This is an optimization exercise on Yosys and OpenROAD, whose aim is small area, a short achievable clock period and few clock cycles per item, not a production implementation. Function was checked by simulation only, so behaviour that the tests miss may differ from the original.

## flow/design.v (module list and top-level ports; edited modules follow where they fit)
// module fpu_pipe_unit: 275 lines
// module fpu_booth_enc: 12 lines
// module fpu_mul_cs24: 1330 lines
// module fpu_add28: 130 lines
// module fpu_add16: 73 lines
// module fpu_add31: 141 lines
module fpu_pipe_unit #(
    parameter int EXP_W = 8,
    parameter int MAN_W = 23,
    parameter int TAG_W = 4
) (
    input  logic                 clk,
    input  logic                 rst_n,
    input  logic                 in_valid,
    output logic                 in_ready,
    input  logic [1:0]           in_op,
    input  logic [EXP_W+MAN_W:0] in_a,
    input  logic [EXP_W+MAN_W:0] in_b,
    input  logic [TAG_W-1:0]     in_tag,
    output logic                 out_valid,
    input  logic                 out_ready,
    output logic [EXP_W+MAN_W:0] out_y,
    output logic [TAG_W-1:0]     out_tag,
    output logic [3:0]           out_flags,
    output logic [3:0]           sticky,
    input  logic                 sticky_clr
);
  // ...
==> flow/flow/run.sh <==
#!/bin/bash
# The standard layout (standard.sh), with the port buffers that
# buffer_ports inserts made of sky130_fd_sc_hd__buf_1 cells (every input and
# output port still gets its own buffer). Everything else is the standard flow's.
set -euo pipefail
sed 's|"\${@:-finish}"|BUFFER_PORTS_ARGS="-buffer_cell sky130_fd_sc_hd__buf_1" "${@:-finish}"|' standard.sh > standard_ports.sh
grep -q 'BUFFER_PORTS_ARGS="-buffer_cell sky130_fd_sc_hd__buf_1"' standard_ports.sh
bash standard_ports.sh > standard.log 2>&1
==> flow/standard.sh <==
#!/bin/bash
# synth_recipe.tcl (not shown) runs the flow's synth.tcl, then flattens the netlist and writes it again
# the make line also repeats each setting of config.mk as NAME=value (left out here)
make -C /OpenROAD-flow-scripts/flow DESIGN_CONFIG=/design/flow/config.mk WORK_HOME=/design/flow/orfs CLKGATE_MAP_FILE= SYNTH_SCRIPT=/design/flow/synth_recipe.tcl "${@:-finish}"
==> flow/config.mk <==
export PLATFORM = sky130hd
export DESIGN_NAME = fpu_pipe_unit
export DESIGN_NICKNAME = fpu_pipe_unit
export VERILOG_FILES = /design/flow/design.v
export SDC_FILE = /design/flow/constraint.sdc
export NUM_CORES = 4
export LEC_CHECK = 0
export ABC_AREA = 1
export CAP_MARGIN = 20
export CORE_MARGIN = 2
export CORE_UTILIZATION = 50
export SETUP_SLACK_MARGIN = 5
export SLEW_MARGIN = 20
==> flow/constraint.sdc <==
create_clock -name core_clock -period 10.0 [get_ports {clk}]
set_input_delay 2.0000 -clock core_clock [delete_from_list [all_inputs] [get_ports {clk}]]
set_output_delay 2.0000 -clock core_clock [all_outputs]
set_load 0.01 [all_outputs]
==> metrics.md, run 1 <==
| Metric | Value |
|---|---|
| Crit path DAT | 5460 ps |
| Routed WL | 107 mm |
| Seq/Total Area, Yosys | 25.1% |
| Drt initial violations | 2554 |
| Post-Syn Nets | 4044 |
| Hold_buf cts | 0 |
| Sequential cell count | 247 |
| GPL Wtd Cong | 0.958 |
| Dpl ws | 3840 ps |
| Critical Path End Type | register |
| Chip Height | 246 um |
| Most common cell after layout, fill and taps aside | nand2_1 |
| CTS resizes | 112 |
| Max Cap Viol | 0 |
| R2r setup slk | 4900 ps |
| Main synth FF type | edfxtp_1 |
| Max FO, Critical Path | 10 |
| Top cells by area, synth | edfxtp_1, fa_1, xor2_1 |
| CP Depth | 23 |
| Placed cells | 4258 |
| Worst-skew pair later-pin latency | 630 ps |
| NonClk Buf Share | 5.78% |
| RSZ-0062 raised after global routing | true |
| Final nets | 4139 |
| Met3 usage | 7.81% |
| Horiz. Die Dim | 246 um |
| Critical path class | register to register |
| Cells after synthesis | 3534 |
| Final clock-cell share | 2.75% |
| H-tree levels | 1 |
| Status | complete, no violations |
| Most frequent CP cell | fa_1 |
| Critical Path RT | 10360 ps |
| Main combinational cell family by area after synthesis | adder cells |
| Fmax | 196 MHz |
| FFs w/ async S/R, synth | 3.24% |
| Max-slew violations | 0 |
Testbench counts, summed over its fixed seeds: cycles 12,032, items 12,000.
==> run 2: changes to the inputs <==
--- a/flow/config.mk
+++ b/flow/config.mk
@@ -10,3 +10,4 @@
 export CORE_MARGIN = 2
-export CORE_UTILIZATION = 50
+export CORE_UTILIZATION = 40
+export PLACE_DENSITY = 0.75
 export SETUP_SLACK_MARGIN = 5
==> run 2 against run 1 <==
  * Final area increased by 0.78%
  * Synthesized cell count unchanged
  * Fmax increased by 0.31%
==> metrics.md, run 2 <==
| Metric | Value |
|---|---|
| Register bit total from synthesis | 247 (unchanged) |
| Critical R2R Capture | r0_q[3] (was ci2_q) |
| Worst path slowest cell | fa_1 (unchanged) |
| Die area | 0.0756 mm2 (was 0.0607 mm2) |
| Chip Height | 275 um (was 246 um) |
| Dpl ws | 3840 ps (about the same) |
| Status | complete, no violations (unchanged) |
| Initial antenna violation count | 3 (unchanged) |
| Seq/Total Area, Yosys | 25.1% (unchanged) |
| # setup viols final | 0 (unchanged) |
| Initial Utilization | 40.3% (was 50.7%) |
| Period utilization | 50.8% (was 51.0%) |
| Mapped Avg Cell Area | 8.31 um2 (unchanged) |
| GPL Wtd Cong | 1.01 (was 0.958) |
| Final instance area | 0.0332 mm2 (was 0.0329 mm2) |
| Vias | 27.0k (was 26.6k) |
| Non-Filler Instances | 4601 (was 4415) |
| Yosys cell types | 63 (unchanged) |
| Crit path DAT | 5370 ps (was 5460 ps) |
| TritonRoute pass-1 iters | 10 (was 5) |
| Worst-Margin Slew | 868 ps (was 927 ps) |
| Ratio of cells with drive above 1 in the final layout | 9.04% (was 9.21%) |
| Cell breakdown of the critical path | buf_4 > nand2_1 > inv_1 > nor2_4 > buf_4 > clkinvlp_4 > o22ai_1 > xor2_1 > fa_1 > fa_1 > inv_1 > fa_1 > fa_1 > fa_1 > nor2_1 > a21oi_1 (was buf_12 > buf_12 > inv_8 > o21ai_2 > nand2_2 > buf_12 > o22ai_4 > xor2_2 > fa_1 > inv_2 > fa_1 > fa_1 > fa_1 > inv_2 > ha_4 > a21oi_2 > o21ai_1 > o31ai_1 > nand2_1 > o221ai_2 > a21oi_1 > a21oi_1 > o21ai_1) |
| Commonest cells post-synth | nand2_1, inv_1, xor2_1 (unchanged) |
| # DRC | 0 (unchanged) |
| Area growth from synthesis to layout | 13.0% (was 12.1%) |
| Hold Worst Slack | 415 ps (was 419 ps) |
| Crit-path leading delay family | adder cells (unchanged) |
| Max FO, Critical Path | 11 (was 10) |
| Clock slew at reported path FFs | 60 ps (was 80 ps) |
| Gr usage total | 23.9% (was 34.3%) |
| Top cells by area, synth | edfxtp_1, fa_1, xor2_1 (unchanged) |
| # IOs | 121 (unchanged) |
| Biggest registers after layout | a1_q (32), hy_q (32) (unchanged) |
| Final min period | 5080 ps (was 5100 ps) |
| CP Launch Point | f1_q[8] (was f1_q[5]) |
| CTS Sinks | 247 (unchanged) |
| Hold_buf cts | 0 (unchanged) |
| Max Cap Viol | 0 (unchanged) |
| R2r startpoint | f1_q[8] (was f1_q[5]) |
| DR WL/cell | 21.2 um (was 24.3 um) |
| First-pass GRT wire length | 142 mm (was 157 mm) |
| Drt initial violations | 3438 (was 2554) |
| Port bufs | 120 (unchanged) |
| Area share of the largest cell type after synthesis | 24.5% (unchanged) |
| Synth warnings | 1 (unchanged) |
| Post-route ant nets | 0 (unchanged) |
| Critical path startpoint category | register (unchanged) |
| Fmax | 197 MHz (was 196 MHz) |
| Most frequent cell after synthesis | nand2_1 (unchanged) |
| Buf/Inv on CP | 5 (was 6) |
| Post-DP Area | 0.0305 mm2 (was 0.0302 mm2) |
| Most frequent CP cell | fa_1 (unchanged) |
| FFs w/ async S/R, synth | 3.24% (unchanged) |
| Vias per Instance | 5.87 (was 6.04) |
| Fin Clk Skew | 43.3 ps (was 53.8 ps) |
| FP Rows | 99 (was 88) |
| CTS Buffer Depth | 3 (unchanged) |
| R2R cell count | 16 (was 23) |
| Hold WC Path Type | register to register (unchanged) |
| H-tree levels | 1 (unchanged) |
| Hold Crit Depth | 0 (unchanged) |
| Vias in the first global route | 25.1k (was 26.2k) |
| Setup ws final | 4920 ps (was 4900 ps) |
| Worst-case hold path end point | e3_q[5] (was sp3_q) |
| R2r setup slk | 4920 ps (was 4900 ps) |
| Critical path class | register to register (unchanged) |
| RSZ-0062 raised after global routing | true (unchanged) |
| Worst-skew pair later-pin latency | 610 ps (was 630 ps) |
| Final core utilization | 45.5% (was 56.8%) |
| Fin Setup TNS | 0 ps (unchanged) |
| Placed cells | 4453 (was 4258) |
| Most frequent cells in the layout | nand2_1, inv_1, xor2_1 (unchanged) |
| Most common cell after layout, fill and taps aside | nand2_1 (unchanged) |
| Detailed placement HPWL | 67.2 mm (was 76.5 mm) |
| Syn Std Cell Area | 0.0294 mm2 (unchanged) |
| Final nets | 4128 (was 4139) |
| Max stage delay on crit path | 550 ps (was 570 ps) |
| Max-slew violations | 0 (unchanged) |
| Largest net degree at the start of global routing | 72 (unchanged) |
| Critical Path RT | 10290 ps (was 10360 ps) |
| CP Depth | 16 (was 23) |
| GRT overflow | 0 (unchanged) |
| Critical Path End Type | register (unchanged) |
| Final Hold Viols | 0 (unchanged) |
| Clock root buffer | clkbuf_16 (unchanged) |
| Post-Syn Nets | 4044 (unchanged) |
| Routed WL | 97.4 mm (was 107 mm) |
| Cts bufs inserted | 29 (unchanged) |
| Area leader, netlist | edfxtp_1 (unchanged) |
| Horiz. Die Dim | 275 um (was 246 um) |
| Post-synth EDFFs | 239 (unchanged) |
| Hold Path Origin | e2_q[5] (was sp2_q) |
| TritonCTS clock tree | done (unchanged) |
| Main synth FF type | edfxtp_1 (unchanged) |
| Placeable core area | 0.0728 mm2 (was 0.0579 mm2) |
| Cells after synthesis | 3534 (unchanged) |
| Relative slew margins | 41.6% (was 38.2%) |
## run 2: cell types whose count changed in the layout (fill, tap and decap cells not counted), moves of 6 or more
cell,change
buf_6,-11
clkbuf_16,+6
buf_12,+6
clkbuf_1,-6
buf_4,-6
## run 2: layout make-up
| class | count | area (um2) |
|---|---|---|
| Timing Repair inverter | 9 | 56.3 |
| Antenna cell | 1 | 2.50 |
| Sequential cell | 247 | 7380 |
| Timing Repair Buffer | 252 | 1860 |
| Fill cell | 6917 | 39700 |
| Clock inverter | 17 | 164 |
| Tap cell | 959 | 1200 |
| Multi-Input combinational cell | 2529 | 19500 |
| Inverter | 550 | 2160 |
| Clock buffer | 37 | 838 |
## run 2: worst max path at each step
stage,endpoint,slack [ps]
after floorplan,in_ready,4960
after global placement,ci2_q,4080
after detailed placement,ci2_q,3840
after CTS,ci2_q,4810
after global routing,ci2_q,4760
final,r0_q[3],4920
## run 2: cell families (layout without fill, tap and decap cells)
kind of cell	after synthesis	count (layout)	synth area share [%]
other	0	1	0
DFF	247	247	25.1
AOI/OAI and AO/OA	710	710	14.4
adders and majority gates	435	435	25.3
muxes	15	15	0.520
buffers and inverters	760	865	10.2
and+or+nand+nor	1051	1053	15.1
xor gates and xnor gates	316	316	9.43
## run 2: timing repair
action                                  4_1_cts  5_1_grt
endpoints found under the setup margin       78       80
pin swaps                                     7       63
gates cloned                                  9       16
setup buffers                                28       40
gates resized for setup                      66      144
## run 2: layer usage
| metal | GRT usage (%) | share of wire (%) | vias up |
|---|---|---|---|
| met5 | 0.188 | 0.042 | - |
| met4 | 11.2 | 6.7 | 6 |
| met3 | 6.35 | 13 | 565 |
| met2 | 36.1 | 42 | 1953 |
| met1 | 32.0 | 38 | 12600 |
| li1 | - | - | 11900 |
==> run 3: changes to the inputs <==
--- a/flow/config.mk
+++ b/flow/config.mk
@@ -11,3 +11,2 @@
 export CORE_UTILIZATION = 40
-export PLACE_DENSITY = 0.75
 export SETUP_SLACK_MARGIN = 5
==> run 3 against run 2 <==
  * Hold slack better by 1.7 ps
  * First-iteration DRC count shrank 17%
  * Die area did not move
  * Routed wire length is 0.53% lower
  * Synthesized cell count is the same
  * Clock skew down 15 ps
  * Still clean on timing, DRC and antenna
  * Register-to-register slack better by 20 ps
==> metrics.md, run 3 <==
| Metric | Value |
|---|---|
| Status | complete, no violations (unchanged) |
| Relative slew margins | 15.6% (was 41.6%) |
| CTS Buffer Depth | 3 (unchanged) |
| Synth Area in Compound Gates | 14.4% (unchanged) |
| Synth Area in Simple Gates | 15.1% (unchanged) |
| Cell breakdown of the critical path | buf_4 > clkinv_4 > nor2_1 > o21bai_2 > buf_6 > o22ai_2 > xor2_2 > fa_1 > fa_1 > fa_1 > fa_1 > inv_1 > ha_1 > a21oi_2 > o21ai_1 > o31ai_1 > nand2_1 > o221ai_2 > a21oi_1 > a21oi_1 > o21ai_1 (was buf_4 > nand2_1 > inv_1 > nor2_4 > buf_4 > clkinvlp_4 > o22ai_1 > xor2_1 > fa_1 > fa_1 > inv_1 > fa_1 > fa_1 > fa_1 > nor2_1 > a21oi_1) |
| Hold Path Origin | e2_q[6] (was e2_q[5]) |
| DR top layer | met5 (unchanged) |
| Worst-skew pair later-pin latency | 580 ps (was 610 ps) |
| Main combinational cell family by area after synthesis | adder cells (unchanged) |
| Worst-Margin Slew | 1250 ps (was 868 ps) |
| First-pass GRT wire length | 146 mm (was 142 mm) |
| Ratio of cells with drive above 1 in the final layout | 9.38% (was 9.04%) |
| Post-synthesis xor/xnor area fraction | 9.43% (unchanged) |
| Critical Path End Type | register (unchanged) |
| Area growth from synthesis to layout | 12.6% (was 13.0%) |
| GPL Wtd Cong | 0.958 (was 1.01) |
| RSZ-0062 raised after global routing | true (unchanged) |
| R2r setup slk | 4940 ps (was 4920 ps) |
| Top cells by area, synth | edfxtp_1, fa_1, xor2_1 (unchanged) |
| Critical Path RT | 10300 ps (was 10290 ps) |
| Crit path DAT | 5370 ps (about the same) |
| Critical path class | register to register (unchanged) |
| Hold Crit Depth | 0 (unchanged) |
| # setup viols final | 0 (unchanged) |
| Post-DP Area | 0.0305 mm2 (about the same) |
| Port bufs | 120 (unchanged) |
| Commonest cells post-synth | nand2_1, inv_1, xor2_1 (unchanged) |
| DR WL/cell | 21.0 um (was 21.2 um) |
| Initial antenna violation count | 1 (was 3) |
| Die area | 0.0756 mm2 (unchanged) |
| Hold Worst Slack | 417 ps (was 415 ps) |
| Worst-case hold path end point | e3_q[6] (was e3_q[5]) |
| Clock slew at reported path FFs | 80 ps (was 60 ps) |
| Max Cap Viol | 0 (unchanged) |
| Main synth FF type | edfxtp_1 (unchanged) |
| # IOs | 121 (unchanged) |
| GRT overflow | 0 (unchanged) |
| Period utilization | 50.6% (was 50.8%) |
| Horiz. Die Dim | 275 um (unchanged) |
| Final Hold Viols | 0 (unchanged) |
| Post-synth EDFFs | 239 (unchanged) |
| Vias per Instance | 5.62 (was 5.87) |
| Synth warnings | 1 (unchanged) |
| Post-route ant nets | 0 (unchanged) |
| Fin Clk Skew | 28.8 ps (was 43.3 ps) |
| FP Rows | 99 (unchanged) |
| Critical path startpoint category | register (unchanged) |
| Mapped Avg Cell Area | 8.31 um2 (unchanged) |
| Biggest registers after layout | a1_q (32), hy_q (32) (unchanged) |
| # DRC | 0 (unchanged) |
| Final nets | 4135 (was 4128) |
| Seq/Total Area, Yosys | 25.1% (unchanged) |
| Synth Area in Adders | 25.3% (unchanged) |
| Register bit total from synthesis | 247 (unchanged) |
| Ant. Diodes | 0 (was 1) |
| Most frequent cells in the layout | nand2_1, inv_1, xor2_1 (unchanged) |
| Final min period | 5060 ps (was 5080 ps) |
| Initial Utilization | 40.3% (unchanged) |
| Vias | 25.9k (was 27.0k) |
| Most common cell after layout, fill and taps aside | nand2_1 (unchanged) |
| CTS Sinks | 247 (unchanged) |
| Wire length on met3 | 9.69 mm (was 13.0 mm) |
| Fillers | 7258 (was 6917) |
| Placeable core area | 0.0728 mm2 (unchanged) |
| TritonRoute pass-1 iters | 8 (was 10) |
| Post-Syn Nets | 4044 (unchanged) |
| Critical R2R Capture | ci2_q (was r0_q[3]) |
| Hold_buf cts | 0 (unchanged) |
| Met2 wire len | 42.0 mm (was 41.3 mm) |
| Area leader, netlist | edfxtp_1 (unchanged) |
| Yosys cell types | 63 (unchanged) |
| Max FO, Critical Path | 10 (was 11) |
| Post-synthesis mux area share | 0.520% (unchanged) |
| Routed WL | 96.9 mm (was 97.4 mm) |
| R2R cell count | 21 (was 16) |
| Max-slew violations | 0 (unchanged) |
| Drt initial violations | 2869 (was 3438) |
| FFs w/ async S/R, synth | 3.24% (unchanged) |
| Area share of the largest cell type after synthesis | 24.5% (unchanged) |
| Chip Height | 275 um (unchanged) |
| Gr usage total | 24.9% (was 23.9%) |
| Fmax | 197 MHz (about the same) |
| Most frequent CP cell | fa_1 (unchanged) |
| Hold WC Path Type | register to register (unchanged) |
| Cts bufs inserted | 28 (was 29) |
| Fin Setup TNS | 0 ps (unchanged) |
| Worst path slowest cell | fa_1 (unchanged) |
| Vias in the first global route | 24.3k (was 25.1k) |
| Wl on met1 | 41.4 mm (was 36.6 mm) |
| Syn Std Cell Area | 0.0294 mm2 (unchanged) |
| Max stage delay on crit path | 540 ps (was 550 ps) |
| R2r startpoint | f1_q[7] (was f1_q[8]) |
| Most frequent cell after synthesis | nand2_1 (unchanged) |
| Clock root buffer | clkbuf_16 (unchanged) |
| Cells after synthesis | 3534 (unchanged) |
| TritonCTS clock tree | done (unchanged) |
| Largest net degree at the start of global routing | 74 (was 72) |
| Final instance area | 0.0331 mm2 (was 0.0332 mm2) |
| H-tree levels | 1 (unchanged) |
| Detailed placement HPWL | 69.5 mm (was 67.2 mm) |
[run 3: repair_timing]
item | CTS | global route
endpoints found under the setup margin | 58 | 72
resized for setup | 101 | 94
pin swaps | 21 | 72
cloned | 13 | 10
setup buffers | 28 | 46
[run 3: cells by family (layout without fill, tap and decap cells)]
family                   after synthesis  after routing
buffers and inverters                760            870
AND/OR/NAND/NOR                     1051           1053
flip-flops                           247            247
XOR/XNOR                             316            316
adder cells (fa/ha/maj)              435            435
multiplexers                          15             15
AO/OA/AOI/OAI                        710            711
[run 3: worst max-delay path by stage]
stage,startpoint,to,slack [ps],depth (start not counted)
after CTS,f1_q[3],ci2_q,4980,22
final,f1_q[7],ci2_q,4940,21
after global placement,f1_q[7],ci2_q,3970,19
after global routing,f1_q[5],ci2_q,4720,23
after floorplan,out_ready,in_ready,4960,2
after detailed placement,f1_q[7],ci2_q,3920,19
[run 3: per-layer routing]
layer	GRT usage (%)	vias to the layer above
li1	-	11900
met1	36.1	12400
met2	38.0	1347
met3	4.35	247
met4	7.61	2
met5	0	-
[run 3: final cells by class]
class / count / area [um2] / share of cell area, %
clock buffers: 32 / 737 / 2.23
clock inverters: 20 / 165 / 0.500
inverters: 550 / 2160 / 6.54
multi-input cells: 2530 / 19500 / 58.9
flip-flops and latches: 247 / 7380 / 22.3
well taps: 959 / 1200 / 3.63
repair buffers: 258 / 1880 / 5.68
repair inverters: 10 / 60.1 / 0.182
[run 3: metrics by stage]
stage | setup slack [ps] | util [%] | instances
after global routing | 4720 | 45.4 | 4606
final | 4940 | 45.4 | 4606
after detailed placement | 3920 | 41.9 | 4457
after global placement | 3970 | 41.9 | 4457
after CTS | 4980 | 44.2 | 4550
after floorplan | 4960 | - | 3534
[run 3: worst max-delay path: cells and delay by family (launching register included)]
family                     cells  cell delay (ps)
AOI/OAI and AO/OA              9             1030
adders and majority gates      5             2320
buffers and inverters          4              510
and+or+nand+nor                2              300
DFF                            1              400
xor gates and xnor gates       1              220
==> run 4: changes to the inputs <==
==> flow/flow/run.sh (replaced) <==
#!/bin/bash
# The standard layout (standard.sh), with the port buffers that
# buffer_ports inserts made of sky130_fd_sc_hd__buf_1 cells (every input and
# output port still gets its own buffer), and power recovery after global
# routing. Everything else is the standard flow's.
set -euo pipefail
sed 's|"\${@:-finish}"|BUFFER_PORTS_ARGS="-buffer_cell sky130_fd_sc_hd__buf_1" RECOVER_POWER=100 "${@:-finish}"|' standard.sh > standard_ports.sh
grep -q 'RECOVER_POWER=100' standard_ports.sh
bash standard_ports.sh > standard.log 2>&1
==> run 4 against run 3 <==
  * The layout now fails its checks (capacitance limit, slew limit)
  * Routed wire length about the same
  * Global-route usage is the same
  * Via count is 0.38% higher
  * Fmax down 29%
  * Worst setup slack got worse by 2000 ps
  * Clock skew decreased by 2.1 ps
  * Critical path type unchanged
==> metrics.md, run 4 <==
| Metric | Value |
|---|---|
| Worst-Margin Slew | 3860 ps (was 1250 ps) |
| GRT overflow | 0 (unchanged) |
| Critical Path End Type | register (unchanged) |
| Area leader, netlist | edfxtp_1 (unchanged) |
| Synth Area in Compound Gates | 14.4% (unchanged) |
| Syn Std Cell Area | 0.0294 mm2 (unchanged) |
| Commonest cells post-synth | nand2_1, inv_1, xor2_1 (unchanged) |
| Fmax | 141 MHz (was 197 MHz) |
| Routed WL | 97.0 mm (was 96.9 mm) |
| Die area | 0.0756 mm2 (unchanged) |
| Critical path class | register to register (unchanged) |
| Max stage delay on crit path | 1380 ps (was 540 ps) |
| Most frequent cell after synthesis | nand2_1 (unchanged) |
| Period utilization | 70.9% (was 50.6%) |
| Hold Path Origin | e2_q[6] (unchanged) |
| Detailed placement HPWL | 69.5 mm (unchanged) |
| Max-slew violations | 358 (was 0) |
| Max Cap Viol | 7 (was 0) |
| R2r startpoint | f1_q[9] (was f1_q[7]) |
| Max FO, Critical Path | 30 (was 10) |
| Synth Area in Adders | 25.3% (unchanged) |
| Largest net degree at the start of global routing | 74 (unchanged) |
| Fin Clk Skew | 26.7 ps (was 28.8 ps) |
| Hold WC Path Type | register to register (unchanged) |
| RSZ-0062 raised after global routing | true (unchanged) |
| Final core utilization | 45.2% (was 45.4%) |
| First-pass GRT wire length | 146 mm (unchanged) |
| Cell breakdown of the critical path | inv_1 > clkbuf_1 > ha_1 > a21oi_1 > o21ai_0 > a21oi_1 > nand2_1 > nand2_1 > nand2_1 > nand2_1 > nand2_1 > nand2_1 > nand2_1 > a21oi_1 > clkbuf_1 > nand2_1 > nand2_1 > o21ai_0 > a21oi_1 (was buf_4 > clkinv_4 > nor2_1 > o21bai_2 > buf_6 > o22ai_2 > xor2_2 > fa_1 > fa_1 > fa_1 > fa_1 > inv_1 > ha_1 > a21oi_2 > o21ai_1 > o31ai_1 > nand2_1 > o221ai_2 > a21oi_1 > a21oi_1 > o21ai_1) |
| CTS Sinks | 247 (unchanged) |
| R2r setup slk | 2910 ps (was 4940 ps) |
| DR top layer | met5 (unchanged) |
| FFs w/ async S/R, synth | 3.24% (unchanged) |
| Mapped Avg Cell Area | 8.31 um2 (unchanged) |
| Biggest registers after layout | a1_q (32), hy_q (32) (unchanged) |
| Non-Filler Instances | 4606 (unchanged) |
| Final Hold Viols | 0 (unchanged) |
| Cells after synthesis | 3534 (unchanged) |
| Gr usage total | 24.9% (unchanged) |
| Wire length on met3 | 9.47 mm (was 9.69 mm) |
| Clock root buffer | clkbuf_16 (unchanged) |
| Status | finished with violations (was complete, no violations) |
| CTS Buffer Depth | 3 (unchanged) |
| Post-Syn Nets | 4044 (unchanged) |
| Placed cells | 4457 (unchanged) |
| Top cells by area, synth | edfxtp_1, fa_1, xor2_1 (unchanged) |
| Yosys cell types | 63 (unchanged) |
| Final min period | 7090 ps (was 5060 ps) |
| TritonRoute pass-1 iters | 7 (was 8) |
| Critical path startpoint category | register (unchanged) |
| Synth warnings | 1 (unchanged) |
| Worst path slowest cell | clkbuf_1 (was fa_1) |
| Register bit total from synthesis | 247 (unchanged) |
| Dpl ws | 3920 ps (unchanged) |
| Clock slew at reported path FFs | 80 ps (about the same) |
| Placeable core area | 0.0728 mm2 (unchanged) |
| Area growth from synthesis to layout | 12.1% (was 12.6%) |
| Met2 wire len | 41.8 mm (was 42.0 mm) |
| Hold Crit Depth | 0 (unchanged) |
| Vias per Instance | 5.64 (was 5.62) |
| Final instance area | 0.0329 mm2 (was 0.0331 mm2) |
| Horiz. Die Dim | 275 um (unchanged) |
| Wl on met1 | 41.7 mm (was 41.4 mm) |
| # DRC | 0 (unchanged) |
| Synth Area in Simple Gates | 15.1% (unchanged) |
| Final nets | 4135 (unchanged) |
| Crit path DAT | 7460 ps (was 5370 ps) |
| H-tree levels | 1 (unchanged) |
| Fin Setup TNS | 0 ps (unchanged) |
| Most common cell after layout, fill and taps aside | nand2_1 (unchanged) |
| Most frequent CP cell | nand2_1 (was fa_1) |
| Worst-skew pair later-pin latency | 570 ps (was 580 ps) |
| # IOs | 121 (unchanged) |
| TritonCTS clock tree | done (unchanged) |
| Initial Utilization | 40.3% (unchanged) |
| Main combinational cell family by area after synthesis | adder cells (unchanged) |
| Post-synthesis xor/xnor area fraction | 9.43% (unchanged) |
| Critical R2R Capture | r0_q[3] (was ci2_q) |
| Worst-case hold path end point | e3_q[6] (unchanged) |
| Area share of the largest cell type after synthesis | 24.5% (unchanged) |
| Critical Path RT | 10360 ps (was 10300 ps) |
| Hold_buf cts | 0 (unchanged) |
| Main synth FF type | edfxtp_1 (unchanged) |
| Port bufs | 120 (unchanged) |
| Relative slew margins | -157% (was 15.6%) |
| Chip Height | 275 um (unchanged) |
| DR WL/cell | 21.1 um (was 21.0 um) |
| FP Rows | 99 (unchanged) |
| Post-route ant nets | 0 (unchanged) |
| Failed Checks | capacitance limit, slew limit |
| Drt initial violations | 2903 (was 2869) |
| Cts bufs inserted | 28 (unchanged) |
| Most frequent cells in the layout | nand2_1, inv_1, xor2_1 (unchanged) |
| Post-DP Area | 0.0305 mm2 (unchanged) |
| GPL Wtd Cong | 0.958 (unchanged) |
| Fillers | 7292 (was 7258) |
| Setup ws final | 2910 ps (was 4940 ps) |
| Vias | 26.0k (was 25.9k) |
| Initial antenna violation count | 1 (unchanged) |
| Vias in the first global route | 24.3k (unchanged) |
| Ant. Diodes | 0 (unchanged) |
| Post-synthesis mux area share | 0.520% (unchanged) |
| Hold Worst Slack | 417 ps (about the same) |
| # setup viols final | 0 (unchanged) |
| Seq/Total Area, Yosys | 25.1% (unchanged) |
| Ratio of cells with drive above 1 in the final layout | 8.55% (was 9.38%) |
| Post-synth EDFFs | 239 (unchanged) |
| R2R cell count | 19 (was 21) |
## run 4: worst max-delay path, delay by kind of cell (launching register included)
family | cells | cell delay [ps]
AO/OA/AOI/OAI | 6 | 1340
adder cells (fa/ha/maj) | 1 | 460
buffers and inverters | 3 | 2680
flip-flops | 1 | 540
AND/OR/NAND/NOR | 9 | 1820
## run 4: area by class of cell
class                      count  area, um2  area share (%)
inverter                     550       2160            6.57
clock buffer                  32        737            2.24
clock inverter                20        165           0.502
timing repair inverter        10       60.1           0.183
tap                          959       1200            3.65
multi-input combinational   2530      19400            58.8
timing repair buffer         258       1840            5.60
sequential                   247       7380            22.4
## run 4: repair_timing
action / in CTS / in global routing
pin swaps: 21 / 72
setup buffers: 28 / 46
gates cloned: 13 / 10
gates resized for setup: 101 / 94
endpoints found under the setup margin: 58 / 72
## run 4: cells by family after synthesis
family                     count (synthesis)
and+or+nand+nor                         1051
buffers and inverters                    760
AOI/OAI and AO/OA                        710
adders and majority gates                435
xor gates and xnor gates                 316
DFF                                      247
muxes                                     15
## run 4: layer usage
layer  GRT usage, %  up-vias
met5              0        -
met4           7.61        2
met3           4.35      261
met2           38.0     1372
met1           36.1    12400
li1               -    11900
## run 4: how the worst max path moves through the flow
stage,cells past startpoint,slack (ps),from,to
detailed placement,19,3920,f1_q[7],ci2_q
global route,5,2560,out_ready,r0_q[1]
finish,19,2910,f1_q[9],r0_q[3]
CTS,22,4980,f1_q[3],ci2_q
floorplan,2,4960,out_ready,in_ready
global placement,19,3970,f1_q[7],ci2_q
==> module fpu_pipe_unit, before the edit <==
module fpu_pipe_unit #(
    parameter int EXP_W = 8,
    parameter int MAN_W = 23,
    parameter int TAG_W = 4
) (
    input  logic                 clk,
    input  logic                 rst_n,
    input  logic                 in_valid,
    output logic                 in_ready,
    input  logic [1:0]           in_op,
    input  logic [EXP_W+MAN_W:0] in_a,
    input  logic [EXP_W+MAN_W:0] in_b,
    input  logic [TAG_W-1:0]     in_tag,
    output logic                 out_valid,
    input  logic                 out_ready,
    output logic [EXP_W+MAN_W:0] out_y,
    output logic [TAG_W-1:0]     out_tag,
    output logic [3:0]           out_flags,
    output logic [3:0]           sticky,
    input  logic                 sticky_clr
);
    localparam logic [1:0] K_ZERO = 2'd0;
    localparam logic [1:0] K_INF  = 2'd1;
    localparam logic [1:0] K_NAN  = 2'd2;
    localparam logic [1:0] K_NV   = 2'd3;
    logic adv;           
    logic hv_q;          
    assign adv      = !hv_q || out_ready;
    assign in_ready = adv;
    logic        v1_q;
    logic [3:0]  tag1_q;
    logic        mul1_q;
    logic [31:0] a1_q;
    logic [8:0]  b1_q;           
    logic [22:0] f1_q;           
    logic        mzb1_q;         
    logic        stk1_q;         
    logic [4:0]  tza_in, tzb_in;
    always_comb begin
        tza_in = 5'd23;
        tzb_in = 5'd23;
        for (int i = 22; i >= 0; i--) begin
            if (in_a[i]) tza_in = 5'(i);
            if (in_b[i]) tzb_in = 5'(i);
        end
    end
    logic [11:0] one_in, two_in, neg_in;
    fpu_booth_enc u_enc (.y({1'b1, f1_q}), .one(one_in), .two(two_in), .neg(neg_in));
    always_ff @(posedge clk or negedge rst_n) begin
        if (!rst_n)   v1_q <= 1'b0;
        else if (adv) v1_q <= in_valid;
    end
    always_ff @(posedge clk) begin
        if (adv) begin
            tag1_q <= in_tag;
            mul1_q <= (in_op == 2'd2);
            a1_q   <= in_a;
            b1_q   <= {in_b[31] ^ (in_op == 2'd1), in_b[30:23]};
            f1_q   <= in_b[22:0];
            mzb1_q <= (in_b[22:0] == 23'd0);
            stk1_q <= ({1'b0, tza_in} + {1'b0, tzb_in}) < 6'd20;
        end
    end
    logic       sa, sb;
    logic [7:0] ea, eb;
    logic [22:0] ma, mb;
    logic       za, zb, ia, ib, na, nb, fa, fb;
    assign sa = a1_q[31];
    assign sb = b1_q[8];
    assign ea = a1_q[30:23];
    assign eb = b1_q[7:0];
    assign ma = a1_q[22:0];
    assign mb = f1_q[22:0];
    assign za = (ea == 8'd0);
    assign zb = (eb == 8'd0);
    assign fa = (ea == 8'hFF);
    assign fb = (eb == 8'hFF);
    assign ia = fa && (ma == 23'd0);
    assign ib = fb && mzb1_q;
    assign na = fa && (ma != 23'd0);
    assign nb = fb && !mzb1_q;
    logic       sp2;
    logic [1:0] spk2;
    logic       sps2;
    always_comb begin
        sp2  = 1'b1;
        spk2 = K_NAN;
        sps2 = sa ^ sb;
        if (na || nb) begin
            spk2 = K_NAN;
        end else if (mul1_q) begin
            if ((ia && zb) || (za && ib)) spk2 = K_NV;
            else if (ia || ib)            spk2 = K_INF;
            else if (za || zb)            spk2 = K_ZERO;
            else                          sp2  = 1'b0;
        end else begin
            if (ia && ib && (sa != sb)) spk2 = K_NV;
            else if (ia) begin spk2 = K_INF; sps2 = sa; end
            else if (ib) begin spk2 = K_INF; sps2 = sb; end
            else sp2 = 1'b0;
        end
    end
    logic [47:0] ps, pc;
    fpu_mul_cs24 u_mul (.x({1'b1, ma}), .one(one_in), .two(two_in), .neg(neg_in),
                        .y23(1'b1), .s(ps), .c(pc));
    logic [9:0] mexp;
    assign mexp = {2'b00, ea} + {2'b00, eb} - 10'd127;
    logic        a_ge;
    logic [7:0]  dab, dba, ediff, ebig;
    logic [23:0] sig_big, sig_sml;
    logic        sub2, sgn_add;
    fpu_add31 u_cmp (.a(a1_q[30:0]), .b(~{eb, mb}), .ci(1'b1), .s(), .co(a_ge));
    assign dab     = ea - eb;
    assign dba     = eb - ea;
    assign ediff   = a_ge ? dab : dba;
    assign ebig    = a_ge ? ea : eb;
    assign sig_big = a_ge ? (za ? 24'd0 : {1'b1, ma}) : (zb ? 24'd0 : {1'b1, mb});
    assign sig_sml = a_ge ? (zb ? 24'd0 : {1'b1, mb}) : (za ? 24'd0 : {1'b1, ma});
    assign sub2    = sa ^ sb;
    assign sgn_add = a_ge ? sa : sb;
    logic [26:0] al0, al1, al2, al3, al4, al5, sml_al;
    logic        st1, st2, st3, st4, st5, big_sh;
    assign big_sh = (ediff[7:5] != 3'd0);
    assign al0 = {sig_sml, 3'b000};
    assign st1 = ediff[4] && (al0[15:0] != 16'd0);
    assign al1 = ediff[4] ? {16'd0, al0[26:16]} : al0;
    assign st2 = ediff[3] && (al1[7:0] != 8'd0);
    assign al2 = ediff[3] ? {8'd0, al1[26:8]} : al1;
    assign st3 = ediff[2] && (al2[3:0] != 4'd0);
    assign al3 = ediff[2] ? {4'd0, al2[26:4]} : al2;
    assign st4 = ediff[1] && (al3[1:0] != 2'd0);
    assign al4 = ediff[1] ? {2'd0, al3[26:2]} : al3;
    assign st5 = ediff[0] && al4[0];
    assign al5 = ediff[0] ? {1'd0, al4[26:1]} : al4;
    assign sml_al = big_sh ? {26'd0, (sig_sml != 24'd0)}
                           : {al5[26:1], al5[0] | st1 | st2 | st3 | st4 | st5};
    logic        v2_q;
    logic [3:0]  tag2_q;
    logic        mul2_q, sp2_q, sgn2_q;
    logic [1:0]  spk2_q;
    logic [9:0]  e2_q;
    logic [27:0] r0_q, r1_q;     
    logic        ci2_q, st2_q;   
    logic        c20;
    logic       c16;
    logic [3:0] lg, lp;
    fpu_add16 u_low (.a(ps[15:0]), .b(pc[15:0]), .s(), .co(c16));
    assign lg  = ps[19:16] & pc[19:16];
    assign lp  = ps[19:16] | pc[19:16];
    assign c20 = lg[3] | (lp[3] & (lg[2] | (lp[2] & (lg[1] | (lp[1] & (lg[0] | (lp[0] & c16)))))));
    always_ff @(posedge clk or negedge rst_n) begin
        if (!rst_n)   v2_q <= 1'b0;
        else if (adv) v2_q <= v1_q;
    end
    always_ff @(posedge clk) begin
        if (adv) begin
            tag2_q <= tag1_q;
            mul2_q <= mul1_q;
            sp2_q  <= sp2;
            spk2_q <= spk2;
            if (mul1_q) begin
                sgn2_q <= sp2 ? sps2 : (sa ^ sb);
                e2_q   <= mexp;
                r0_q   <= ps[47:20];
                r1_q   <= pc[47:20];
                ci2_q  <= c20;
                st2_q  <= stk1_q;
            end else begin
                sgn2_q <= sp2 ? sps2 : sgn_add;
                e2_q   <= {2'b00, ebig};
                r0_q   <= {1'b0, sig_big, 3'b000};
                r1_q   <= {sub2, sml_al ^ {27{sub2}}};
                ci2_q  <= sub2;
                st2_q  <= 1'b0;
            end
        end
    end
    logic [27:0] sum;
    logic [27:0] z;
    logic [4:0]  lz;
    logic        zz;
    fpu_add28 u_sum (.a(r0_q), .b(r1_q), .ci(ci2_q), .s(sum), .co());
    assign z   = {sum[27:1], sum[0] | st2_q};
    assign zz  = (z[26:0] == 27'd0);
    always_comb begin
        lz = 5'd0;
        for (int i = 0; i < 27; i++) begin
            if (z[i]) lz = 5'(26 - i);
        end
    end
    logic        v3_q;
    logic [3:0]  tag3_q;
    logic        sp3_q, sgn3_q, zz3_q;
    logic [1:0]  spk3_q;
    logic [27:0] z3_q;
    logic [4:0]  lz3_q;
    logic [9:0]  e3_q;
    always_ff @(posedge clk or negedge rst_n) begin
        if (!rst_n)   v3_q <= 1'b0;
        else if (adv) v3_q <= v2_q;
    end
    always_ff @(posedge clk) begin
        if (adv) begin
            tag3_q <= tag2_q;
            sp3_q  <= sp2_q;
            spk3_q <= spk2_q;
            sgn3_q <= sgn2_q;
            zz3_q  <= !z[27] && zz;
            z3_q   <= z;
            lz3_q  <= lz;
            e3_q   <= e2_q;
        end
    end
    logic [26:0] nm;
    logic [9:0]  e4;
    logic        up, inx, cy, ovf, unf;
    logic [30:0] rnd;
    logic [31:0] y4;
    logic [3:0]  f4;
    assign e4  = z3_q[27] ? (e3_q + 10'd1) : (e3_q - {5'd0, lz3_q});
    assign nm  = z3_q[27] ? {z3_q[27:2], z3_q[1] | z3_q[0]} : (z3_q[26:0] << lz3_q);
    assign up  = nm[2] && (nm[1] || nm[0] || nm[3]);
    assign inx = nm[2] || nm[1] || nm[0];
    fpu_add31 u_rnd (.a({e4[7:0], nm[25:3]}), .b(31'd0), .ci(up), .s(rnd), .co());
    assign cy  = up && (nm[25:3] == 23'h7FFFFF);
    assign ovf = (!e4[9] && (e4[8] || (e4[7:0] == 8'hFF)))
              || (e4 == 10'd254 && cy);
    assign unf = e4[9] || (e4 == 10'd0 && !cy);
    always_comb begin
        f4 = 4'b0000;
        if (sp3_q) begin
            case (spk3_q)
                K_ZERO:  y4 = {sgn3_q, 31'd0};
                K_INF:   y4 = {sgn3_q, 8'hFF, 23'd0};
                default: y4 = 32'hFFFFFFFF;
            endcase
            if (spk3_q == K_NV) f4 = 4'b1000;
        end else if (zz3_q) begin
            y4 = 32'd0;
        end else if (ovf) begin
            y4 = {sgn3_q, 8'hFF, 23'd0};
            f4 = 4'b0101;
        end else if (unf) begin
            y4 = {sgn3_q, 31'd0};
            f4 = 4'b0011;
        end else begin
            y4 = {sgn3_q, rnd};
            f4 = {3'b000, inx};
        end
    end
    logic [31:0] hy_q;
    logic [3:0]  ht_q, hf_q;
    logic [3:0]  sticky_q;
    always_ff @(posedge clk or negedge rst_n) begin
        if (!rst_n)   hv_q <= 1'b0;
        else if (adv) hv_q <= v3_q;
    end
    always_ff @(posedge clk) begin
        if (adv) begin
            hy_q <= y4;
            ht_q <= tag3_q;
            hf_q <= f4;
        end
    end
    always_ff @(posedge clk or negedge rst_n) begin
        if (!rst_n)          sticky_q <= 4'd0;
        else if (sticky_clr) sticky_q <= 4'd0;
        else if (hv_q && out_ready)        sticky_q <= sticky_q | hf_q;
    end
    assign out_valid = hv_q;
    assign out_y     = hy_q;
    assign out_tag   = ht_q;
    assign out_flags = hf_q;
    assign sticky    = sticky_q;
endmodule
==> run 5: changes to the inputs <==
--- a/flow/design.v
+++ b/flow/design.v
@@ -141,11 +141,9 @@
     logic [9:0]  e2_q;
-    logic [27:0] r0_q, r1_q;     
+    logic [31:0] r0_q, r1_q;     
     logic        ci2_q, st2_q;   
-    logic        c20;
-    logic       c16;
-    logic [3:0] lg, lp;
+    logic        zz2_q;          
+    logic        c16, a_eq, zz2;
     fpu_add16 u_low (.a(ps[15:0]), .b(pc[15:0]), .s(), .co(c16));
-    assign lg  = ps[19:16] & pc[19:16];
-    assign lp  = ps[19:16] | pc[19:16];
-    assign c20 = lg[3] | (lp[3] & (lg[2] | (lp[2] & (lg[1] | (lp[1] & (lg[0] | (lp[0] & c16)))))));
+    assign a_eq = (a1_q[30:0] == {eb, mb});
+    assign zz2  = !mul1_q && ((za && zb) || (sub2 && a_eq));
     always_ff @(posedge clk or negedge rst_n) begin
@@ -160,2 +158,3 @@
             spk2_q <= spk2;
+            zz2_q  <= zz2;
             if (mul1_q) begin
@@ -163,5 +162,5 @@
                 e2_q   <= mexp;
-                r0_q   <= ps[47:20];
-                r1_q   <= pc[47:20];
-                ci2_q  <= c20;
+                r0_q   <= ps[47:16];
+                r1_q   <= pc[47:16];
+                ci2_q  <= c16;
                 st2_q  <= stk1_q;
@@ -170,4 +169,4 @@
                 e2_q   <= {2'b00, ebig};
-                r0_q   <= {1'b0, sig_big, 3'b000};
-                r1_q   <= {sub2, sml_al ^ {27{sub2}}};
+                r0_q   <= {1'b0, sig_big, 3'b000, {4{sub2}}};
+                r1_q   <= {sub2, sml_al ^ {27{sub2}}, 4'd0};
                 ci2_q  <= sub2;
@@ -177,9 +176,7 @@
     end
-    logic [27:0] sum;
+    logic [31:0] sum;
     logic [27:0] z;
     logic [4:0]  lz;
-    logic        zz;
-    fpu_add28 u_sum (.a(r0_q), .b(r1_q), .ci(ci2_q), .s(sum), .co());
-    assign z   = {sum[27:1], sum[0] | st2_q};
-    assign zz  = (z[26:0] == 27'd0);
+    fpu_add32 u_sum (.a(r0_q), .b(r1_q), .ci(ci2_q), .s(sum), .co());
+    assign z   = {sum[31:5], sum[4] | st2_q};
     always_comb begin
@@ -207,3 +204,3 @@
             sgn3_q <= sgn2_q;
-            zz3_q  <= !z[27] && zz;
+            zz3_q  <= zz2_q;
             z3_q   <= z;
@@ -1617,5 +1614,5 @@
 endmodule
-module fpu_add28 (input wire [27:0] a, input wire [27:0] b, input wire ci, output wire [27:0] s, output wire co);
-    wire [27:0] p0 = a ^ b;
-    wire [27:0] g0 = a & b;
+module fpu_add32 (input wire [31:0] a, input wire [31:0] b, input wire ci, output wire [31:0] s, output wire co);
+    wire [31:0] p0 = a ^ b;
+    wire [31:0] g0 = a & b;
     wire gc0 = g0[0] | (p0[0] & ci);
@@ -1649,70 +1646,88 @@
     wire P14 = p0[27] & p0[26];
-    wire G15 = G2 | (P2 & G1);
-    wire P15 = P2 & P1;
-    wire G16 = G4 | (P4 & G3);
-    wire P16 = P4 & P3;
-    wire G17 = G6 | (P6 & G5);
-    wire P17 = P6 & P5;
-    wire G18 = G8 | (P8 & G7);
-    wire P18 = P8 & P7;
-    wire G19 = G10 | (P10 & G9);
-    wire P19 = P10 & P9;
-    wire G20 = G12 | (P12 & G11);
-    wire P20 = P12 & P11;
-    wire G21 = G14 | (P14 & G13);
-    wire P21 = P14 & P13;
-    wire G22 = G16 | (P16 & G15);
-    wire P22 = P16 & P15;
-    wire G23 = G18 | (P18 & G17);
-    wire P23 = P18 & P17;
-    wire G24 = G20 | (P20 & G19);
-    wire P24 = P20 & P19;
-    wire G25 = G23 | (P23 & G22);
-    wire P25 = P23 & P22;
-    wire G26 = G24 | (P24 & G25);
-    wire P26 = P24 & P25;
-    wire G27 = G17 | (P17 & G22);
-    wire P27 = P17 & P22;
-    wire G28 = G19 | (P19 & G25);
-    wire P28 = P19 & P25;
-    wire G29 = G21 | (P21 & G26);
-    wire P29 = P21 & P26;
-    wire G30 = G3 | (P3 & G15);
-    wire P30 = P3 & P15;
-    wire G31 = G5 | (P5 & G22);
-    wire P31 = P5 & P22;
-    wire G32 = G7 | (P7 & G27);
-    wire P32 = P7 & P27;
-    wire G33 = G9 | (P9 & G25);
-    wire P33 = P9 & P25;
-    wire G34 = G11 | (P11 & G28);
-    wire P34 = P11 & P28;
-    wire G35 = G13 | (P13 & G26);
-    wire P35 = P13 & P26;
-    wire G36 = g0[2] | (p0[2] & G1);
-    wire P36 = p0[2] & P1;
-    wire G37 = g0[4] | (p0[4] & G15);
-    wire P37 = p0[4] & P15;
-    wire G38 = g0[6] | (p0[6] & G30);
-    wire P38 = p0[6] & P30;
-    wire G39 = g0[8] | (p0[8] & G22);
-    wire P39 = p0[8] & P22;
-    wire G40 = g0[10] | (p0[10] & G31);
-    wire P40 = p0[10] & P31;
-    wire G41 = g0[12] | (p0[12] & G27);
-    wire P41 = p0[12] & P27;
-    wire G42 = g0[14] | (p0[14] & G32);
-    wire P42 = p0[14] & P32;
-    wire G43 = g0[16] | (p0[16] & G25);
-    wire P43 = p0[16] & P25;
-    wire G44 = g0[18] | (p0[18] & G33);
-    wire P44 = p0[18] & P33;
-    wire G45 = g0[20] | (p0[20] & G28);
-    wire P45 = p0[20] & P28;
-    wire G46 = g0[22] | (p0[22] & G34);
-    wire P46 = p0[22] & P34;
-    wire G47 = g0[24] | (p0[24] & G26);
-    wire P47 = p0[24] & P26;
-    wire G48 = g0[26] | (p0[26] & G35);
-    wire P48 = p0[26] & P35;
+    wire G15 = g0[29] | (p0[29] & g0[28]);
+    wire P15 = p0[29] & p0[28];
+    wire G16 = g0[31] | (p0[31] & g0[30]);
+    wire P16 = p0[31] & p0[30];
+    wire G17 = G2 | (P2 & G1);
+    wire P17 = P2 & P1;
+    wire G18 = G4 | (P4 & G3);
+    wire P18 = P4 & P3;
+    wire G19 = G6 | (P6 & G5);
+    wire P19 = P6 & P5;
+    wire G20 = G8 | (P8 & G7);
+    wire P20 = P8 & P7;
+    wire G21 = G10 | (P10 & G9);
+    wire P21 = P10 & P9;
+    wire G22 = G12 | (P12 & G11);
+    wire P22 = P12 & P11;
+    wire G23 = G14 | (P14 & G13);
+    wire P23 = P14 & P13;
+    wire G24 = G16 | (P16 & G15);
+    wire P24 = P16 & P15;
+    wire G25 = G18 | (P18 & G17);
+    wire P25 = P18 & P17;
+    wire G26 = G20 | (P20 & G19);
+    wire P26 = P20 & P19;
+    wire G27 = G22 | (P22 & G21);
+    wire P27 = P22 & P21;
+    wire G28 = G24 | (P24 & G23);
+    wire P28 = P24 & P23;
+    wire G29 = G26 | (P26 & G25);
+    wire P29 = P26 & P25;
+    wire G30 = G28 | (P28 & G27);
+    wire P30 = P28 & P27;
+    wire G31 = G30 | (P30 & G29);
+    wire P31 = P30 & P29;
+    wire G32 = G27 | (P27 & G29);
+    wire P32 = P27 & P29;
+    wire G33 = G19 | (P19 & G25);
+    wire P33 = P19 & P25;
+    wire G34 = G21 | (P21 & G29);
+    wire P34 = P21 & P29;
+    wire G35 = G23 | (P23 & G32);
+    wire P35 = P23 & P32;
+    wire G36 = G3 | (P3 & G17);
+    wire P36 = P3 & P17;
+    wire G37 = G5 | (P5 & G25);
+    wire P37 = P5 & P25;
+    wire G38 = G7 | (P7 & G33);
+    wire P38 = P7 & P33;
+    wire G39 = G9 | (P9 & G29);
+    wire P39 = P9 & P29;
+    wire G40 = G11 | (P11 & G34);
+    wire P40 = P11 & P34;
+    wire G41 = G13 | (P13 & G32);
+    wire P41 = P13 & P32;
+    wire G42 = G15 | (P15 & G35);
+    wire P42 = P15 & P35;
+    wire G43 = g0[2] | (p0[2] & G1);
+    wire P43 = p0[2] & P1;
+    wire G44 = g0[4] | (p0[4] & G17);
+    wire P44 = p0[4] & P17;
+    wire G45 = g0[6] | (p0[6] & G36);
+    wire P45 = p0[6] & P36;
+    wire G46 = g0[8] | (p0[8] & G25);
+    wire P46 = p0[8] & P25;
+    wire G47 = g0[10] | (p0[10] & G37);
+    wire P47 = p0[10] & P37;
+    wire G48 = g0[12] | (p0[12] & G33);
+    wire P48 = p0[12] & P33;
+    wire G49 = g0[14] | (p0[14] & G38);
+    wire P49 = p0[14] & P38;
+    wire G50 = g0[16] | (p0[16] & G29);
+    wire P50 = p0[16] & P29;
+    wire G51 = g0[18] | (p0[18] & G39);
+    wire P51 = p0[18] & P39;
+    wire G52 = g0[20] | (p0[20] & G34);
+    wire P52 = p0[20] & P34;
+    wire G53 = g0[22] | (p0[22] & G40);
+    wire P53 = p0[22] & P40;
+    wire G54 = g0[24] | (p0[24] & G32);
+    wire P54 = p0[24] & P32;
+    wire G55 = g0[26] | (p0[26] & G41);
+    wire P55 = p0[26] & P41;
+    wire G56 = g0[28] | (p0[28] & G35);
+    wire P56 = p0[28] & P35;
+    wire G57 = g0[30] | (p0[30] & G42);
+    wire P57 = p0[30] & P42;
     assign s[0] = p0[0] ^ ci;
@@ -1720,28 +1735,32 @@
     assign s[2] = p0[2] ^ G1;
-    assign s[3] = p0[3] ^ G36;
-    assign s[4] = p0[4] ^ G15;
-    assign s[5] = p0[5] ^ G37;
-    assign s[6] = p0[6] ^ G30;
-    assign s[7] = p0[7] ^ G38;
-    assign s[8] = p0[8] ^ G22;
-    assign s[9] = p0[9] ^ G39;
-    assign s[10] = p0[10] ^ G31;
-    assign s[11] = p0[11] ^ G40;
-    assign s[12] = p0[12] ^ G27;
-    assign s[13] = p0[13] ^ G41;
-    assign s[14] = p0[14] ^ G32;
-    assign s[15] = p0[15] ^ G42;
-    assign s[16] = p0[16] ^ G25;
-    assign s[17] = p0[17] ^ G43;
-    assign s[18] = p0[18] ^ G33;
-    assign s[19] = p0[19] ^ G44;
-    assign s[20] = p0[20] ^ G28;
-    assign s[21] = p0[21] ^ G45;
-    assign s[22] = p0[22] ^ G34;
-    assign s[23] = p0[23] ^ G46;
-    assign s[24] = p0[24] ^ G26;
-    assign s[25] = p0[25] ^ G47;
-    assign s[26] = p0[26] ^ G35;
-    assign s[27] = p0[27] ^ G48;
-    assign co = G29;
+    assign s[3] = p0[3] ^ G43;
+    assign s[4] = p0[4] ^ G17;
+    assign s[5] = p0[5] ^ G44;
+    assign s[6] = p0[6] ^ G36;
+    assign s[7] = p0[7] ^ G45;
+    assign s[8] = p0[8] ^ G25;
+    assign s[9] = p0[9] ^ G46;
+    assign s[10] = p0[10] ^ G37;
+    assign s[11] = p0[11] ^ G47;
+    assign s[12] = p0[12] ^ G33;
+    assign s[13] = p0[13] ^ G48;
+    assign s[14] = p0[14] ^ G38;
+    assign s[15] = p0[15] ^ G49;
+    assign s[16] = p0[16] ^ G29;
+    assign s[17] = p0[17] ^ G50;
+    assign s[18] = p0[18] ^ G39;
+    assign s[19] = p0[19] ^ G51;
+    assign s[20] = p0[20] ^ G34;
+    assign s[21] = p0[21] ^ G52;
+    assign s[22] = p0[22] ^ G40;
+    assign s[23] = p0[23] ^ G53;
+    assign s[24] = p0[24] ^ G32;
+    assign s[25] = p0[25] ^ G54;
+    assign s[26] = p0[26] ^ G41;
+    assign s[27] = p0[27] ^ G55;
+    assign s[28] = p0[28] ^ G35;
+    assign s[29] = p0[29] ^ G56;
+    assign s[30] = p0[30] ^ G42;
+    assign s[31] = p0[31] ^ G57;
+    assign co = G31;
 endmodule
==> flow/flow/run.sh (replaced) <==
#!/bin/bash
# The standard layout (standard.sh), with the port buffers that
# buffer_ports inserts made of sky130_fd_sc_hd__buf_1 cells (every input and
# output port still gets its own buffer), and timing repair asked for 5.6 ns of
# setup slack instead of config.mk's 5. The SDC, the clock period and the
# synthesis are the standard flow's.
set -euo pipefail
sed -e 's|"\${@:-finish}"|BUFFER_PORTS_ARGS="-buffer_cell sky130_fd_sc_hd__buf_1" "${@:-finish}"|' \
    -e 's/SETUP_SLACK_MARGIN=[0-9.]*/SETUP_SLACK_MARGIN=5.6/' standard.sh > standard_ports.sh
grep -q 'BUFFER_PORTS_ARGS="-buffer_cell sky130_fd_sc_hd__buf_1"' standard_ports.sh
grep -q 'SETUP_SLACK_MARGIN=5.6' standard_ports.sh
bash standard_ports.sh > standard.log 2>&1
==> run 5 against run 4 <==
  * The run now finishes clean
  * Critical path depth fell by 6
  * Hold slack improved by 1.5 ps
  * Sequential cell count rose by 9
  * Sequential share of layout area fell by 1.5 points
  * First-iteration DRC count rose by 22%
  * Register-to-register slack improved by 2400 ps
  * Via count rose by 8.5%
  * Core utilization rose by 4.2 points
  * Critical path type unchanged
  * Largest cell class unchanged
==> metrics.md, run 5 <==
| Metric | Value |
|---|---|
| Vias per Instance | 5.83 (was 5.64) |
| Critical Path End Type | register (unchanged) |
| Critical path startpoint category | register (unchanged) |
| Gr usage total | 27.8% (was 24.9%) |
| Fin Setup TNS | 0 ps (unchanged) |
| # setup viols final | 0 (unchanged) |
| Detailed placement HPWL | 71.1 mm (was 69.5 mm) |
| Port bufs | 120 (unchanged) |
| Final Hold Viols | 0 (unchanged) |
| Post-synth EDFFs | 248 (was 239) |
| Most common cell after layout, fill and taps aside | nand2_1 (unchanged) |
| CP Launch Point | f1_q[15] (was f1_q[9]) |
| TritonRoute pass-1 iters | 7 (unchanged) |
| H-tree levels | 1 (unchanged) |
| Most frequent cells in the layout | nand2_1, inv_1, xor2_1 (unchanged) |
| Area growth from synthesis to layout | 22.4% (was 12.1%) |
| Worst-skew pair later-pin latency | 630 ps (was 570 ps) |
| Chip Height | 277 um (was 275 um) |
| # DRC | 0 (unchanged) |
| Most frequent cell after synthesis | nand2_1 (unchanged) |
| Post-DP Area | 0.0312 mm2 (was 0.0305 mm2) |
| Synth warnings | 1 (unchanged) |
| GRT overflow | 0 (unchanged) |
| Critical Path RT | 10370 ps (was 10360 ps) |
| Final nets | 4356 (was 4135) |
| Fmax | 212 MHz (was 141 MHz) |
| Status | complete, no violations (was finished with violations) |
| Cts bufs inserted | 30 (was 28) |
| Synth Area in Adders | 25.1% (was 25.3%) |
| Vias in the first global route | 26.8k (was 24.3k) |
| GPL Wtd Cong | 0.956 (was 0.958) |
| Max Cap Viol | 0 (was 7) |
| R2R cell count | 13 (was 19) |
| Hold WC Path Type | register to register (unchanged) |
| Critical path endpoint | r0_q[2] (was r0_q[3]) |
| RSZ-0062 raised after global routing | true (unchanged) |
| Period utilization | 47.2% (was 70.9%) |
| R2r setup slk | 5280 ps (was 2910 ps) |
| Mapped Avg Cell Area | 8.28 um2 (was 8.31 um2) |
| Post-Syn Nets | 4129 (was 4044) |
| Area share of the largest cell type after synthesis | 24.9% (was 24.5%) |
| Top cells by area, synth | edfxtp_1, fa_1, xor2_1 (unchanged) |
| Dpl ws | 3770 ps (was 3920 ps) |
| Setup ws final | 5280 ps (was 2910 ps) |
| FP Rows | 100 (was 99) |
| Ratio of cells with drive above 1 in the final layout | 17.6% (was 8.55%) |
| Syn Std Cell Area | 0.0299 mm2 (was 0.0294 mm2) |
| Post-route ant nets | 0 (unchanged) |
| Routed WL | 113 mm (was 97.0 mm) |
| Horiz. Die Dim | 277 um (was 275 um) |
| Initial Utilization | 40.3% (about the same) |
| Main combinational cell family by area after synthesis | adder cells (unchanged) |
| CTS Buffer Depth | 3 (unchanged) |
| First-pass GRT wire length | 163 mm (was 146 mm) |
| Vias | 28.2k (was 26.0k) |
| CTS Sinks | 256 (was 247) |
| Drt initial violations | 3532 (was 2903) |
| Clock root buffer | clkbuf_16 (unchanged) |
| Final min period | 4720 ps (was 7090 ps) |
| Main synth FF type | edfxtp_1 (unchanged) |
| Hold Worst Slack | 419 ps (was 417 ps) |
| Die area | 0.0770 mm2 (was 0.0756 mm2) |
| R2r startpoint | f1_q[15] (was f1_q[9]) |
| Largest net degree at the start of global routing | 76 (was 74) |
| Final instance area | 0.0366 mm2 (was 0.0329 mm2) |
| TritonCTS clock tree | done (unchanged) |
| Post-synthesis mux area share | 0.343% (was 0.520%) |
| Seq/Total Area, Yosys | 25.6% (was 25.1%) |
| Worst-Margin Slew | 923 ps (was 3860 ps) |
| Hold_buf cts | 0 (unchanged) |
| Clock slew at reported path FFs | 70 ps (was 80 ps) |
| FFs w/ async S/R, synth | 3.13% (was 3.24%) |
| Critical path class | register to register (unchanged) |
| Yosys cell types | 69 (was 63) |
| Synth Area in Compound Gates | 13.7% (was 14.4%) |
| Initial antenna violation count | 4 (was 1) |
| Cells after synthesis | 3612 (was 3534) |
| DR WL/cell | 23.4 um (was 21.1 um) |
| Max-slew violations | 0 (was 358) |
| Register bit total from synthesis | 256 (was 247) |
| Max FO, Critical Path | 11 (was 30) |
| Critical R2R Capture | r0_q[2] (was r0_q[3]) |
| Placeable core area | 0.0742 mm2 (was 0.0728 mm2) |
| # IOs | 121 (unchanged) |
| Relative slew margins | 38.5% (was -157%) |
| Fin Clk Skew | 30.0 ps (was 26.7 ps) |
| Commonest cells post-synth | nand2_1, inv_1, xor2_1 (unchanged) |
| Synth Area in Simple Gates | 16.3% (was 15.1%) |
| Crit path DAT | 5090 ps (was 7460 ps) |
| Area leader, netlist | edfxtp_1 (unchanged) |
| Post-synthesis xor/xnor area fraction | 9.22% (was 9.43%) |
## run 5: cell count changes after synthesis, sizes merged, moves of 8 or more
cell,before,now
edfxtp,239,248
ha,172,180
inv,537,521
nand2,593,693
nand3,174,194
nor2,203,191
o21ai,218,190
## run 5: cell families (layout without fill, tap and decap cells)
| family | count (synthesis) | in the layout |
|---|---|---|
| xor gates and xnor gates | 315 | 315 |
| adders and majority gates | 442 | 442 |
| buffers and inverters | 752 | 982 |
| other | 0 | 2 |
| muxes | 10 | 10 |
| DFF | 256 | 256 |
| and+or+nand+nor | 1156 | 1176 |
| AOI/OAI and AO/OA | 681 | 682 |
## run 5: worst min-delay path by stage
stage / from / to / slack (ps) / depth (start not counted)
floorplan: e2_q[0] / e3_q[0] / 400 / 0
global route: sp2_q / sp3_q / 420 / 0
CTS: sp2_q / sp3_q / 420 / 0
finish: sgn2_q / sgn3_q / 420 / 0
detailed placement: sgn2_q / sgn3_q / 400 / 0
global placement: tag1_q[0] / tag2_q[0] / 400 / 0
## run 5: cell type report
class                   instances  area (um2)
fillers                      6926       37600
multi-input cells            2625       21100
flip-flops and latches        256        7650
repair buffers                379        3350
inverters                     540        2160
well taps                     969        1210
clock buffers                  38         791
clock inverters                18         263
repair inverters                7        51.3
diodes                          2        5.00
## run 5: what timing repair did
item / in CTS / in global routing
cloned: 36 / 10
pin swaps: 69 / 103
buffers inserted: 116 / 70
gates resized for setup: 330 / 203
setup endpoints to repair: 104 / 91
## run 5: worst max-delay path, cell delays in order (launching register included)
cell and delay (ps):
edfxtp_1 490, inv_2 100, buf_12 160, o21ai_4 260, buf_2 390, o22ai_1 140
xor2_1 550, fa_1 610, fa_1 600, inv_1 70, fa_1 530, fa_2 420
nand2_1 70, nand2_1 60
## run 5: layer usage
layer / up-vias / track usage, % / wire length (um)
li1: 12500 / - / -
met1: 13400 / 34.8 / 42700
met2: 1780 / 42.0 / 47400
met3: 591 / 8.38 / 13600
met4: 2 / 17.2 / 9230
met5: - / 0 / 13
## run 5: metrics by stage
stage	util [%]	instances
2_1_floorplan	-	3612
3_3_place_gp	42.0	4544
3_5_place_dp	42.0	4544
4_1_cts	47.2	4752
5_1_grt	49.4	4833
6_report	49.4	4834
Testbench counts of run 5, summed over its fixed seeds: cycles 12,032, items 12,000.

==> re-timing with driven ports <==
No port has a modelled driver above. Below, the same layouts with a new extraction and two added sets of constraints. Step 1: set_driving_cell puts a clkbuf_16 on clk and a buf_2 on each other input, an assumption about the parent block. Step 2 moves the port delays by t, midway between the first and last clock arrival at a register: inputs arrive t later, outputs are due t later. That takes back most of the time a late clock gives input paths. a / b / c = no drivers / after step 1 / after step 2; a / b = the first two.
| run | t (ns) | setup WS [ns] | worst data-port slew with drivers (ns) | cell pins on the clock port's net |
|---|---|---|---|---|
| run 1 | 0.663 | 4.901 / 4.901 / 4.901 | 0.05 | 1 |
| run 2 | 0.651 | 4.917 / 4.917 / 4.917 | 0.05 | 1 |
| run 3 | 0.620 | 4.935 / 4.935 / 4.935 | 0.07 | 1 |
| run 4 | 0.620 | 2.908 / 2.908 / 2.577 | 0.07 | 1 |
| run 5 | 0.670 | 5.280 / 5.280 / 5.280 | 0.08 | 1 |
The setup slack of run 4, which loses most, moves by 0.000 ns with the drivers and by -0.331 ns with both steps.
